Context: an optimization exercise on an open-source flow, tuned for small area and a short achievable clock period. The choices shown serve that exercise and are no tape-out recipe. In this exercise RTL edits were held to simulation tests only and were not proved equivalent to the original. The clock port is modelled as an ideal driver; clocking choices that lean on that would not hold on a real chip. Power figures rest on the tool's default switching activity, not on a simulated workload.

// mult_28_pipe
module mult_28_pipe #(
    parameter int          LOGQ  = 28,
    parameter int unsigned PRIME = 32'h0FFF_0001,
    parameter int          TAGW  = 8
) (
    input  logic                CLK,
    input  logic                RSTN,
    input  logic                EN,
    input  logic                IN_VALID,
    input  logic [LOGQ-1:0]     A,
    input  logic [LOGQ-1:0]     B,
    input  logic [TAGW-1:0]     IN_TAG,
    output logic                OUT_VALID,
    output logic [2*LOGQ-1:0]   PROD,
    output logic [TAGW-1:0]     OUT_TAG,
    output logic                BUSY,
    output logic                RANGE_ERR
);
    if (LOGQ != 28 || PRIME == 0 || PRIME >= (32'd1 << LOGQ)) begin : g_param_check
        $error("mult_28_pipe: unsupported LOGQ/PRIME");
    end
    logic r_v1, r_v2, r_v3;
    always_ff @(posedge CLK or negedge RSTN) begin
        if (!RSTN) begin
            r_v1 <= 1'b0;
            r_v2 <= 1'b0;
            r_v3 <= 1'b0;
        end else if (EN) begin
            r_v1 <= IN_VALID;
            r_v2 <= r_v1;
            r_v3 <= r_v2;
        end
    end
    logic [30:0] w_bx;
    assign w_bx = {2'b0, B, 1'b0};
    logic [9:0] w_m1, w_m2, w_m3, w_m4;
    logic [8:0] w_neg;
    for (genvar j = 0; j < 10; j++) begin : g_enc
        logic [3:0] w_q;
        assign w_q = w_bx[3*j+3:3*j];
        assign w_m1[j] = (w_q == 4'b0001) | (w_q == 4'b0010) | (w_q == 4'b1101) | (w_q == 4'b1110);
        assign w_m2[j] = (w_q == 4'b0011) | (w_q == 4'b0100) | (w_q == 4'b1011) | (w_q == 4'b1100);
        assign w_m3[j] = (w_q == 4'b0101) | (w_q == 4'b0110) | (w_q == 4'b1001) | (w_q == 4'b1010);
        assign w_m4[j] = (w_q == 4'b0111) | (w_q == 4'b1000);
        if (j < 9) begin : g_neg
            assign w_neg[j] = w_q[3];
        end
    end
    logic [LOGQ+1:0] w_a3;
    mult_28_pipe_x3 u_x3 (.a(A), .p(w_a3));
    logic [LOGQ-1:0] a1;
    logic [LOGQ+1:0] a3;
    logic [9:0]      d_m1, d_m2, d_m3, d_m4;
    logic [8:0]      d_neg;
    logic [TAGW-1:0] r_t1, r_t2, r_t3;
  ...
Size in the first run: about 3100 cells after synthesis, roughly 330 flip-flops, roughly 140 I/O pins, about 28000 sq um of cells after synthesis.
Settings: LEC_CHECK=0, ABC_AREA=1, CAP_MARGIN=20, CORE_MARGIN=2, CORE_UTILIZATION=40, SETUP_SLACK_MARGIN=3.3, SLEW_MARGIN=20; clock period 6.5 ns.
standard.sh (not shown) runs the stock make flow with config.mk's settings and CLKGATE_MAP_FILE= SYNTH_SCRIPT=/design/flow/synth_recipe.tcl, a recipe that flattens the netlist after the stock synthesis.
==> flow/flow/run.sh <==
#!/bin/bash
set -euo pipefail
here=$(pwd)
# Modified copy of ORFS's synth.tcl
# The design is flattened only after extract_fa, which runs on the top module
# alone: the final carry-propagate adder (module mult_28_pipe_cpa) stays plain
# logic for ABC instead of ending in full-adder cells.
sed -e 's/synth -top $::env(DESIGN_NAME) -run fine: {\*}$synth_full_args/synth -top $::env(DESIGN_NAME) -run fine: -noabc {*}$synth_full_args/' \
    -e 's/^  synth -flatten -run :fine {\*}$synth_full_args/  synth -run :fine {*}$synth_full_args/' \
    -e 's/^  extract_fa {\*}\[dont_use_extract_fa_args\]$/  extract_fa {*}[dont_use_extract_fa_args] $::env(DESIGN_NAME)\n  flatten/' \
    "$FLOW_HOME/scripts/synth.tcl" > "$here/flow_synth.tcl"
grep -q -- '-run fine: -noabc' "$here/flow_synth.tcl"
grep -q -- '^  synth -run :fine' "$here/flow_synth.tcl"
grep -q -- 'dont_use_extract_fa_args\] $::env(DESIGN_NAME)' "$here/flow_synth.tcl"
# synth_recipe.tcl with the modified synth.tcl in place of ORFS's
sed "s#source \$::env(SCRIPTS_DIR)/synth.tcl#source $here/flow_synth.tcl#" \
    "$here/synth_recipe.tcl" > "$here/flow_synth_recipe.tcl"
grep -q "flow_synth.tcl" "$here/flow_synth_recipe.tcl"
# The platform's don't-use cells plus the weakest gate sizes (*_0, the same
# area as *_1) and the low-power clock inverters.
DONT_USE="sky130_fd_sc_hd__a2111oi_0 sky130_fd_sc_hd__a21boi_0 sky130_fd_sc_hd__and2_0 sky130_fd_sc_hd__o21ai_0 sky130_fd_sc_hd__o311ai_0 sky130_fd_sc_hd__or2_0 sky130_fd_sc_hd__clkinvlp_2 sky130_fd_sc_hd__clkinvlp_4 sky130_fd_sc_hd__probe_p_8 sky130_fd_sc_hd__probec_p_8 sky130_fd_sc_hd__lpflow_bleeder_1 sky130_fd_sc_hd__lpflow_clkbufkapwr_1 sky130_fd_sc_hd__lpflow_clkbufkapwr_16 sky130_fd_sc_hd__lpflow_clkbufkapwr_2 sky130_fd_sc_hd__lpflow_clkbufkapwr_4 sky130_fd_sc_hd__lpflow_clkbufkapwr_8 sky130_fd_sc_hd__lpflow_clkinvkapwr_1 sky130_fd_sc_hd__lpflow_clkinvkapwr_16 sky130_fd_sc_hd__lpflow_clkinvkapwr_2 sky130_fd_sc_hd__lpflow_clkinvkapwr_4 sky130_fd_sc_hd__lpflow_clkinvkapwr_8 sky130_fd_sc_hd__lpflow_decapkapwr_12 sky130_fd_sc_hd__lpflow_decapkapwr_3 sky130_fd_sc_hd__lpflow_decapkapwr_4 sky130_fd_sc_hd__lpflow_decapkapwr_6 sky130_fd_sc_hd__lpflow_decapkapwr_8 sky130_fd_sc_hd__lpflow_inputiso0n_1 sky130_fd_sc_hd__lpflow_inputiso0p_1 sky130_fd_sc_hd__lpflow_inputiso1n_1 sky130_fd_sc_hd__lpflow_inputiso1p_1 sky130_fd_sc_hd__lpflow_inputisolatch_1 sky130_fd_sc_hd__lpflow_isobufsrc_1 sky130_fd_sc_hd__lpflow_isobufsrc_16 sky130_fd_sc_hd__lpflow_isobufsrc_2 sky130_fd_sc_hd__lpflow_isobufsrc_4 sky130_fd_sc_hd__lpflow_isobufsrc_8 sky130_fd_sc_hd__lpflow_isobufsrckapwr_16 sky130_fd_sc_hd__lpflow_lsbuf_lh_hl_isowell_tap_1 sky130_fd_sc_hd__lpflow_lsbuf_lh_hl_isowell_tap_2 sky130_fd_sc_hd__lpflow_lsbuf_lh_hl_isowell_tap_4 sky130_fd_sc_hd__lpflow_lsbuf_lh_isowell_4 sky130_fd_sc_hd__lpflow_lsbuf_lh_isowell_tap_1 sky130_fd_sc_hd__lpflow_lsbuf_lh_isowell_tap_2 sky130_fd_sc_hd__lpflow_lsbuf_lh_isowell_tap_4"
# standard.sh with that synthesis script
sed -e "s#SYNTH_SCRIPT=$here/synth_recipe.tcl#SYNTH_SCRIPT=$here/flow_synth_recipe.tcl#" \
    -e "s#CLKGATE_MAP_FILE= #CLKGATE_MAP_FILE= MATCH_CELL_FOOTPRINT=0 DONT_USE_CELLS='$DONT_USE' #" \
    "$here/standard.sh" > "$here/flow_standard.sh"
grep -q "flow_synth_recipe.tcl" "$here/flow_standard.sh"
grep -q "MATCH_CELL_FOOTPRINT=0" "$here/flow_standard.sh"
export BUFFER_PORTS_ARGS="-buffer_cell sky130_fd_sc_hd__buf_1"
export CTS_ARGS="-sink_clustering_enable -repair_clock_nets -dont_use_dummy_load -buf_list {sky130_fd_sc_hd__clkbuf_4}"
bash "$here/flow_standard.sh" cts > "$here/flow_make_cts.log" 2>&1
RES="$here/orfs/results/sky130hd/mult_28_pipe/base" PLATFORM_DIR="$FLOW_HOME/platforms/sky130hd" \
SKEW_CELL2=sky130_fd_sc_hd__clkdlybuf4s18_1 SKEW_CELL3=sky130_fd_sc_hd__clkdlybuf4s50_1 \
    openroad -no_init -exit "$here/flow/skew.tcl" > "$here/flow_skew.log" 2>&1
bash "$here/flow_standard.sh" > "$here/flow_make.log" 2>&1
==> flow/flow/skew.tcl <==
set R $::env(RES)
set P $::env(PLATFORM_DIR)
read_lef $P/lef/sky130_fd_sc_hd.tlef
read_lef $P/lef/sky130_fd_sc_hd_merged.lef
read_liberty $P/lib/sky130_fd_sc_hd__tt_025C_1v80.lib
read_db $R/4_cts.odb
read_sdc $R/4_cts.sdc
source $P/setRC.tcl
set_propagated_clock [all_clocks]
estimate_parasitics -placement
report_worst_slack -max
set block [ord::get_db_block]
set groups [list [list r2_q $::env(SKEW_CELL2)] [list r_p3 $::env(SKEW_CELL3)]]
set n 0
set leafnets {}
foreach net [$block getNets] {
  if {[$net getSigType] ne "CLOCK"} continue
  lappend leafnets [$net getName]
}
# Per leaf clock net and per group: if the group owns every sink of the net,
# the delay cell goes on the input of the net's leaf buffer (the leaf buffer
# still drives the sinks); otherwise the group's sinks get a clkbuf_4 of their
# own, with the delay cell on its input.
foreach nname $leafnets {
  set allpins {}
  foreach pin [get_pins -quiet -of_objects [get_nets $nname]] {
    if {[get_property $pin direction] eq "input"} { lappend allpins $pin }
  }
  set drvpin ""
  foreach pin [get_pins -quiet -of_objects [get_nets $nname]] {
    if {[get_property $pin direction] eq "output"} { set drvpin $pin }
  }
  if {$drvpin eq ""} continue
  foreach g $groups {
    lassign $g prefix cell
    if {$cell eq "none"} continue
    set pins {}
    set xs 0.0; set ys 0.0
    foreach pin $allpins {
      set pname [get_full_name $pin]
      if {[string first $prefix $pname] == 0 && [string match "*/CLK" $pname]} {
        lappend pins $pin
        set loc [sta::pin_location $pin]
        set xs [expr {$xs + 1e6 * [lindex $loc 0]}]; set ys [expr {$ys + 1e6 * [lindex $loc 1]}]
      }
    }
    if {[llength $pins] == 0} continue
    set k [llength $pins]
    set x [expr {$xs / $k}]; set y [expr {$ys / $k}]
    if {$k == [llength $allpins]} {
      # the leaf buffer's input
      set lb [get_full_name [get_cells -of_objects $drvpin]]
      set lbin [get_pins $lb/A]
      set loc [sta::pin_location $lbin]
      set innet [get_full_name [get_nets -of_objects $lbin]]
      insert_buffer -buffer_cell $cell -net $innet -load_pins [list $lbin] -location [list [expr {1e6*[lindex $loc 0]}] [expr {1e6*[lindex $loc 1]}]] -buffer_name skew_${prefix}_$n
    } else {
      insert_buffer -buffer_cell sky130_fd_sc_hd__clkbuf_4 -net $nname -load_pins $pins -location [list $x $y] -buffer_name skewb_${prefix}_$n
      set bin [get_pins skewb_${prefix}_$n/A]
      insert_buffer -buffer_cell $cell -net $nname -load_pins [list $bin] -location [list $x $y] -buffer_name skew_${prefix}_$n
    }
    incr n
  }
}
puts "skew buffers inserted: $n"
# new nets carry the clock
foreach net [$block getNets] {
  set drv [$net getFirstOutput]
  if {$drv ne "NULL" && $drv ne "" && [string match "skew_*" [[$drv getInst] getName]]} { $net setSigType CLOCK }
}
detailed_placement
check_placement
estimate_parasitics -placement
report_worst_slack -max
report_worst_slack -min
write_db $R/4_cts.odb
==> next run, changes <==
--- a/flow/flow/run.sh
+++ b/flow/flow/run.sh
@@ -19,3 +18,0 @@
-# The platform's don't-use cells plus the weakest gate sizes (*_0, the same
-# area as *_1) and the low-power clock inverters.
-DONT_USE="sky130_fd_sc_hd__a2111oi_0 sky130_fd_sc_hd__a21boi_0 sky130_fd_sc_hd__and2_0 sky130_fd_sc_hd__o21ai_0 sky130_fd_sc_hd__o311ai_0 sky130_fd_sc_hd__or2_0 sky130_fd_sc_hd__clkinvlp_2 sky130_fd_sc_hd__clkinvlp_4 sky130_fd_sc_hd__probe_p_8 sky130_fd_sc_hd__probec_p_8 sky130_fd_sc_hd__lpflow_bleeder_1 sky130_fd_sc_hd__lpflow_clkbufkapwr_1 sky130_fd_sc_hd__lpflow_clkbufkapwr_16 sky130_fd_sc_hd__lpflow_clkbufkapwr_2 sky130_fd_sc_hd__lpflow_clkbufkapwr_4 sky130_fd_sc_hd__lpflow_clkbufkapwr_8 sky130_fd_sc_hd__lpflow_clkinvkapwr_1 sky130_fd_sc_hd__lpflow_clkinvkapwr_16 sky130_fd_sc_hd__lpflow_clkinvkapwr_2 sky130_fd_sc_hd__lpflow_clkinvkapwr_4 sky130_fd_sc_hd__lpflow_clkinvkapwr_8 sky130_fd_sc_hd__lpflow_decapkapwr_12 sky130_fd_sc_hd__lpflow_decapkapwr_3 sky130_fd_sc_hd__lpflow_decapkapwr_4 sky130_fd_sc_hd__lpflow_decapkapwr_6 sky130_fd_sc_hd__lpflow_decapkapwr_8 sky130_fd_sc_hd__lpflow_inputiso0n_1 sky130_fd_sc_hd__lpflow_inputiso0p_1 sky130_fd_sc_hd__lpflow_inputiso1n_1 sky130_fd_sc_hd__lpflow_inputiso1p_1 sky130_fd_sc_hd__lpflow_inputisolatch_1 sky130_fd_sc_hd__lpflow_isobufsrc_1 sky130_fd_sc_hd__lpflow_isobufsrc_16 sky130_fd_sc_hd__lpflow_isobufsrc_2 sky130_fd_sc_hd__lpflow_isobufsrc_4 sky130_fd_sc_hd__lpflow_isobufsrc_8 sky130_fd_sc_hd__lpflow_isobufsrckapwr_16 sky130_fd_sc_hd__lpflow_lsbuf_lh_hl_isowell_tap_1 sky130_fd_sc_hd__lpflow_lsbuf_lh_hl_isowell_tap_2 sky130_fd_sc_hd__lpflow_lsbuf_lh_hl_isowell_tap_4 sky130_fd_sc_hd__lpflow_lsbuf_lh_isowell_4 sky130_fd_sc_hd__lpflow_lsbuf_lh_isowell_tap_1 sky130_fd_sc_hd__lpflow_lsbuf_lh_isowell_tap_2 sky130_fd_sc_hd__lpflow_lsbuf_lh_isowell_tap_4"
@@ -24 +21 @@
-    -e "s#CLKGATE_MAP_FILE= #CLKGATE_MAP_FILE= MATCH_CELL_FOOTPRINT=0 DONT_USE_CELLS='$DONT_USE' #" \
+    -e "s#CLKGATE_MAP_FILE= #CLKGATE_MAP_FILE= MATCH_CELL_FOOTPRINT=0 #" \
SETUP_SLACK_MARGIN = 3.4   (was 3.3)
What happened:
- global-route usage goes up by 4.4 points
- die area goes down by 0.66%
- worst hold slack is better by 0.0090 ns
- final area goes up by 4.8%
- worst setup slack is worse by 0.054 ns
- total power goes up by 6.1%
- routed wire length goes up by 16%
- count of clock-buffer cells in the layout goes up by 2
- final cell count goes down by 2.4%
==> next run, changes <==
--- a/flow/flow/run.sh
+++ b/flow/flow/run.sh
@@ -18,0 +19,3 @@
+# The platform's don't-use cells plus the weakest gate sizes (*_0, the same
+# area as *_1) and the low-power clock inverters.
+DONT_USE="sky130_fd_sc_hd__a2111oi_0 sky130_fd_sc_hd__a21boi_0 sky130_fd_sc_hd__and2_0 sky130_fd_sc_hd__o21ai_0 sky130_fd_sc_hd__o311ai_0 sky130_fd_sc_hd__or2_0 sky130_fd_sc_hd__clkinvlp_2 sky130_fd_sc_hd__clkinvlp_4 sky130_fd_sc_hd__probe_p_8 sky130_fd_sc_hd__probec_p_8 sky130_fd_sc_hd__lpflow_bleeder_1 sky130_fd_sc_hd__lpflow_clkbufkapwr_1 sky130_fd_sc_hd__lpflow_clkbufkapwr_16 sky130_fd_sc_hd__lpflow_clkbufkapwr_2 sky130_fd_sc_hd__lpflow_clkbufkapwr_4 sky130_fd_sc_hd__lpflow_clkbufkapwr_8 sky130_fd_sc_hd__lpflow_clkinvkapwr_1 sky130_fd_sc_hd__lpflow_clkinvkapwr_16 sky130_fd_sc_hd__lpflow_clkinvkapwr_2 sky130_fd_sc_hd__lpflow_clkinvkapwr_4 sky130_fd_sc_hd__lpflow_clkinvkapwr_8 sky130_fd_sc_hd__lpflow_decapkapwr_12 sky130_fd_sc_hd__lpflow_decapkapwr_3 sky130_fd_sc_hd__lpflow_decapkapwr_4 sky130_fd_sc_hd__lpflow_decapkapwr_6 sky130_fd_sc_hd__lpflow_decapkapwr_8 sky130_fd_sc_hd__lpflow_inputiso0n_1 sky130_fd_sc_hd__lpflow_inputiso0p_1 sky130_fd_sc_hd__lpflow_inputiso1n_1 sky130_fd_sc_hd__lpflow_inputiso1p_1 sky130_fd_sc_hd__lpflow_inputisolatch_1 sky130_fd_sc_hd__lpflow_isobufsrc_1 sky130_fd_sc_hd__lpflow_isobufsrc_16 sky130_fd_sc_hd__lpflow_isobufsrc_2 sky130_fd_sc_hd__lpflow_isobufsrc_4 sky130_fd_sc_hd__lpflow_isobufsrc_8 sky130_fd_sc_hd__lpflow_isobufsrckapwr_16 sky130_fd_sc_hd__lpflow_lsbuf_lh_hl_isowell_tap_1 sky130_fd_sc_hd__lpflow_lsbuf_lh_hl_isowell_tap_2 sky130_fd_sc_hd__lpflow_lsbuf_lh_hl_isowell_tap_4 sky130_fd_sc_hd__lpflow_lsbuf_lh_isowell_4 sky130_fd_sc_hd__lpflow_lsbuf_lh_isowell_tap_1 sky130_fd_sc_hd__lpflow_lsbuf_lh_isowell_tap_2 sky130_fd_sc_hd__lpflow_lsbuf_lh_isowell_tap_4"
@@ -21 +24 @@
-    -e "s#CLKGATE_MAP_FILE= #CLKGATE_MAP_FILE= MATCH_CELL_FOOTPRINT=0 #" \
+    -e "s#CLKGATE_MAP_FILE= #CLKGATE_MAP_FILE= MATCH_CELL_FOOTPRINT=0 DONT_USE_CELLS='$DONT_USE' #" \
@@ -29 +32 @@
-SKEW_CELL2=sky130_fd_sc_hd__clkdlybuf4s18_1 SKEW_CELL3=sky130_fd_sc_hd__clkdlybuf4s50_1 \
+SKEW_CELL2=sky130_fd_sc_hd__clkdlybuf4s25_1 SKEW_CELL3=sky130_fd_sc_hd__clkdlybuf4s50_1 \
SETUP_SLACK_MARGIN = 3.25   (was 3.4)
Effect: The new run went through all stages and came out clean. Global-route usage is lower by 4.8 points. Total power is lower by a few percent. Flip-flop and latch count is unchanged. Synthesized cell count is higher by a few percent. Register-to-register slack stays flat. Final cell count is higher slightly. Via count is lower by a few percent. Clock-buffer cell count is lower by 2. Hold slack improves by 0.0060 ns.
==> next run, changes <==
--- a/flow/flow/run.sh
+++ b/flow/flow/run.sh
@@ -32 +32 @@
-SKEW_CELL2=sky130_fd_sc_hd__clkdlybuf4s25_1 SKEW_CELL3=sky130_fd_sc_hd__clkdlybuf4s50_1 \
+SKEW_CELL2=sky130_fd_sc_hd__clkdlybuf4s18_1 SKEW_CELL3=sky130_fd_sc_hd__clkdlybuf4s50_1 \
CORE_UTILIZATION = 50   (was 40)
Synthesized area stays the same.
Final cell count decreases by 4.1%.
Core utilization rose by 11 points.
Count of clock-buffer cells in the layout rises by 3.
Cell area decreases by about 0.45%.
Critical path depth is unchanged.
Worst setup slack loses 0.048 ns.
==> next run, changes <==
ABC_AREA = 0   (was 1)
CORE_UTILIZATION = 40   (was 50)
SETUP_SLACK_MARGIN = 3.3   (was 3.25)
- The changed run passed the timing, design-rule and antenna checks
- final cell count went down by about 15%
- global-route usage went down by 11 points
- synthesized area came out lower by about 3%
- via count decreases by about 13%
- design area goes up by about 1.6%
==> next run, changes <==
ABC_AREA = 1   (was 0)
PLACE_DENSITY = 0.7   (was not set)
Result:
- final area drops by 1.4%
- via count grows by about 14%
- first-iteration DRC count goes up by about 5%
- total power drops by 12%
- count of clock-buffer cells in the layout fell by 7

==> re-timing with driven ports <==
In the flow no input, the clock included, has a driving cell. The finished layouts below were timed again as built, in two steps. Step 1: set_driving_cell puts a clkbuf_16 on CLK and a buf_2 on each other input, an assumption about the parent block. Step 2, shift: input delay + t, output delay - t, t = (earliest + latest rising clock arrival at the registers) / 2. This alone moves slack from input paths to output paths. a / b / c = no drivers / after step 1 / after step 2; a / b = the first two.
run | shift t [ns] | setup slack, ns | worst setup path at the end | clock arrival spread, ns | slew at the worst register clock pin (ns)
the first run | 1.113 | 3.360 / 3.298 / 2.988 | input to register | 0.543 / 0.543 | 0.07 / 0.07
the second run | 1.117 | 3.306 / 3.306 / 2.805 | input to register | 0.541 / 0.541 | 0.07 / 0.07
the third run | 1.093 | 3.292 / 3.292 / 2.976 | input to register | 0.545 / 0.545 | 0.07 / 0.07
the fourth run | 1.097 | 3.244 / 3.244 / 2.905 | input to register | 0.542 / 0.541 | 0.07 / 0.07
the fifth run | 1.097 | 2.351 / 2.351 / 2.351 | register to register | 0.583 / 0.583 | 0.07 / 0.07
the sixth run | 1.098 | 3.321 / 3.321 / 2.970 | input to register | 0.514 / 0.513 | 0.07 / 0.07
In every run listed the clock reaches the registers at very different times; t lies between them, and the last value is a rough guide only. For the second run, which loses most, drivers alone change the setup slack by 0.000 ns; drivers and shift together by -0.501 ns.
